From an optimization exercise on the open Yosys and OpenROAD flow, aimed at small area and a short achievable clock period; shortcuts taken in it are not production practice. The RTL was checked by simulation tests, not by an equivalence proof against the original design. Power is estimated from default activity; no workload was simulated.

Setup of run A:
==> flow/design.v (excerpt) <==
module cciChannel #(
	parameter int WordLinesPerBlock = 8192
) (
	input logic clk,
	input logic reset,
	input logic inValid,
	input logic [ccPkg::CellCount*ccPkg::WordWidth-1:0] inWords,
	output logic inCredit,
	output logic outValid,
	output logic [ccPkg::CellCount*ccPkg::VoltWidth-1:0] outVth,
	input logic outCredit
);
export LEC_CHECK = 0
export CAP_MARGIN = 20
export CORE_MARGIN = 2
export CORE_UTILIZATION = 55
export PLACE_DENSITY = 0.6
export SETUP_SLACK_MARGIN = 4.5
export SLEW_MARGIN = 20
create_clock -name core_clock -period 7.5 [get_ports {clk}]
standard.sh (not shown) runs the stock make flow with config.mk's settings and CLKGATE_MAP_FILE= SYNTH_SCRIPT=/design/flow/synth_recipe.tcl, a recipe that flattens the netlist after the stock synthesis.
==> flow/flow/run.sh <==
#!/bin/bash
# The standard layout, with plain buffers on the ports instead of the delay
# cells buffer_ports picks by default. Make's output goes to standard.log;
# each ORFS step keeps its own log under orfs/logs.
set -euo pipefail
bash standard.sh "BUFFER_PORTS_ARGS=-buffer_cell sky130_fd_sc_hd__buf_1" finish > standard.log 2>&1
The final layout from run A, which completed every stage, passed the timing, DRC and antenna checks at the end of the flow.
The following lists how run B was set up differently from run A:
==> flow/run.sh (new file) <==
#!/bin/bash
# synth_recipe.tcl (not shown) runs the flow's synth.tcl, then flattens the netlist and writes it again
# the make line also repeats each setting of config.mk as NAME=value (left out here)
make -C /OpenROAD-flow-scripts/flow DESIGN_CONFIG=/design/flow/config.mk WORK_HOME=/design/flow/orfs CLKGATE_MAP_FILE= SYNTH_SCRIPT=/design/flow/synth_recipe.tcl finish
-- flow/config.mk --
<<< run A, line 10
export CORE_UTILIZATION = 55
>>> run B, line 10
export CORE_UTILIZATION = 40
export CTS_BUF_LIST = sky130_fd_sc_hd__clkbuf_8
export CTS_CLUSTER_SIZE = 30
removed: flow/flow/run.sh
removed: flow/standard.sh
Results
Top routing layer in use: met4 -> run B, met5 -> run A
[compare] base=run A new=run B: combinational share of power rose 1.4 points, post-placement worst setup slack fell 520 ps.
Worst setup slack in run B is 180 ps below run A.
Run B ended with more count of H-tree levels built during CTS than run A.
When run B is set beside run A, its total number of vias turns out to be 1377 larger.
Looking at relative area of non-clock buffer cells in the final design, run B sits 3.3 points higher than run A does.
Diff run A -> run B: number of setup buffers added after CTS saw a decrease; sequential share of layout area moved down.
### run B -> run C
==> flow/flow/run.sh (new file) <==
#!/bin/bash
# The standard layout, with plain buffers on the ports instead of the delay
# cells buffer_ports picks by default. Make's output goes to standard.log;
# each ORFS step keeps its own log under orfs/logs.
set -euo pipefail
bash standard.sh "BUFFER_PORTS_ARGS=-buffer_cell sky130_fd_sc_hd__buf_1" finish > standard.log 2>&1
==> flow/standard.sh (new file) <==
#!/bin/bash
# synth_recipe.tcl (not shown) runs the flow's synth.tcl, then flattens the netlist and writes it again
# the make line also repeats each setting of config.mk as NAME=value (left out here)
make -C /OpenROAD-flow-scripts/flow DESIGN_CONFIG=/design/flow/config.mk WORK_HOME=/design/flow/orfs CLKGATE_MAP_FILE= SYNTH_SCRIPT=/design/flow/synth_recipe.tcl "${@:-finish}"
-- flow/config.mk --
<<< run B, line 10
export CORE_UTILIZATION = 40
export CTS_BUF_LIST = sky130_fd_sc_hd__clkbuf_8
export CTS_CLUSTER_SIZE = 30
>>> run C, line 10
export CORE_UTILIZATION = 55
<<< run B, line 16
>>> run C, line 14
export TNS_END_PERCENT = 50
removed: flow/run.sh
- As far as max-slew violation total from the final report goes, run B and run C are indistinguishable; the numbers are identical.
- Summary of run C over run B: register-to-register slack about even; overall die width now smaller.
- In the tables for run C and run B, global-route usage reads lower with run B.
- Run B -> run C: total clock sinks delta 0, exact match
- Switching portion of total power down 1.0 points in run C wrt run B
Inputs modified between run C and run D:
-- flow/config.mk --
<<< run C, line 10
export CORE_UTILIZATION = 55
export PLACE_DENSITY = 0.6
>>> run D, line 10
export CORE_UTILIZATION = 65
export PLACE_DENSITY = 0.72
<<< run C, line 14
export TNS_END_PERCENT = 50
>>> run D, line 14
[summary]
- Run D ended with every stage complete and zero timing, DRC or antenna violations.
- On run D: pin slew with the least headroom to its limit is 240 ps lower than what run C gave.
- The clock latency on the worst-skew pair of run D is lower than that of run C.
- outVth[175] as the termination of the worst setup path was reported by run C, and outVth[77] by run D.
- Diff run C -> run D: utilization increased by 11 points relative to the old numbers, wire length went down.
Input-level comparison between run E and run D:
-- flow/config.mk --
<<< run D, line 10
export CORE_UTILIZATION = 65
export PLACE_DENSITY = 0.72
export SETUP_SLACK_MARGIN = 4.5
>>> run E, line 10
export CORE_UTILIZATION = 55
export PLACE_DENSITY = 0.6
export SETUP_SLACK_MARGIN = 4.3
==> summary.txt <==
outVth[77] as the worst setup path endpoint was reported by run D, and i_collector.store[0][188] by run E. Sort run E and run D by critical path depth in cells asc -> top: run D. Run D ended up with i_collector.store[0][77] as its startpoint of the worst setup timing path; run E ended up with rowAQ[187]. Routability-driven placement congestion ratio delta (run D -> run E): insignificant. | number of global-route vias before repair | higher: run D |. The die used by run E is larger than the one used by run D.
The inputs of run F differ from those of run E as listed below.
-- flow/flow/run.sh --
<<< run E, line 6
bash standard.sh "BUFFER_PORTS_ARGS=-buffer_cell sky130_fd_sc_hd__buf_1" finish > standard.log 2>&1
>>> run F, line 6
bash standard.sh "BUFFER_PORTS_ARGS=-buffer_cell sky130_fd_sc_hd__buf_2" finish > standard.log 2>&1
-- flow/config.mk --
<<< run E, line 10
export CORE_UTILIZATION = 55
>>> run F, line 10
export CORE_UTILIZATION = 40
<<< run E, line 12
export SETUP_SLACK_MARGIN = 4.3
>>> run F, line 12
export SETUP_SLACK_MARGIN = 4.5
Notes after the runs:
Run F reports a higher flop-to-flop setup slack than run E does.
Run F gives less fraction of the cycle the final worst path needs than run E did.
In run F the number of iterations in the first detailed-routing pass turned out 1 higher than in run E.
Compared run F against run E; worst hold slack within noise.
Taking run F as 1.0, run E lands at 0.815 on detailed router's first-iteration violation count.
Wire length of the first global-routing pass delta for run F relative to run E: about 2.4% higher
Run E was smaller in final cell area than run F.
Delta (run F minus run E): final cell count shows an increase of 8.5%, post-synthesis share of cell area spent on full adders, half adders and majority gates shows no meaningful change.

-- what the ideal ports hide --
In the flow no input, the clock included, has a driving cell. The finished layouts below were timed again as built, in two steps.
Step 1 assumes that a clkbuf_16 drives the clock port and a buf_2 every other input.
Step 2 also shifts input and output timing later by t, the mid clock arrival at the registers, as if the neighbouring blocks saw the same clock.
Slacks: no drivers / after step 1 / after step 2; pairs: no drivers / after step 1.
| run | t, ns | setup WS [ns] | worst setup path at the end | cell pins on the clock port's net |
|---|---|---|---|---|
| run A | 0.938 | 4.360 / 4.272 / 3.664 | input to register | 1 |
| run B | 1.142 | 4.180 / 4.091 / 3.352 | input to register | 1 |
| run C | 0.931 | 4.418 / 4.329 / 3.590 | input to register | 1 |
| run D | 0.922 | 4.363 / 4.273 / 3.703 | input to register | 1 |
| run E | 0.928 | 4.294 / 4.269 / 3.573 | input to register | 1 |
| run F | 0.936 | 4.361 / 4.271 / 3.638 | input to register | 1 |
After both steps every run listed still meets setup and hold.
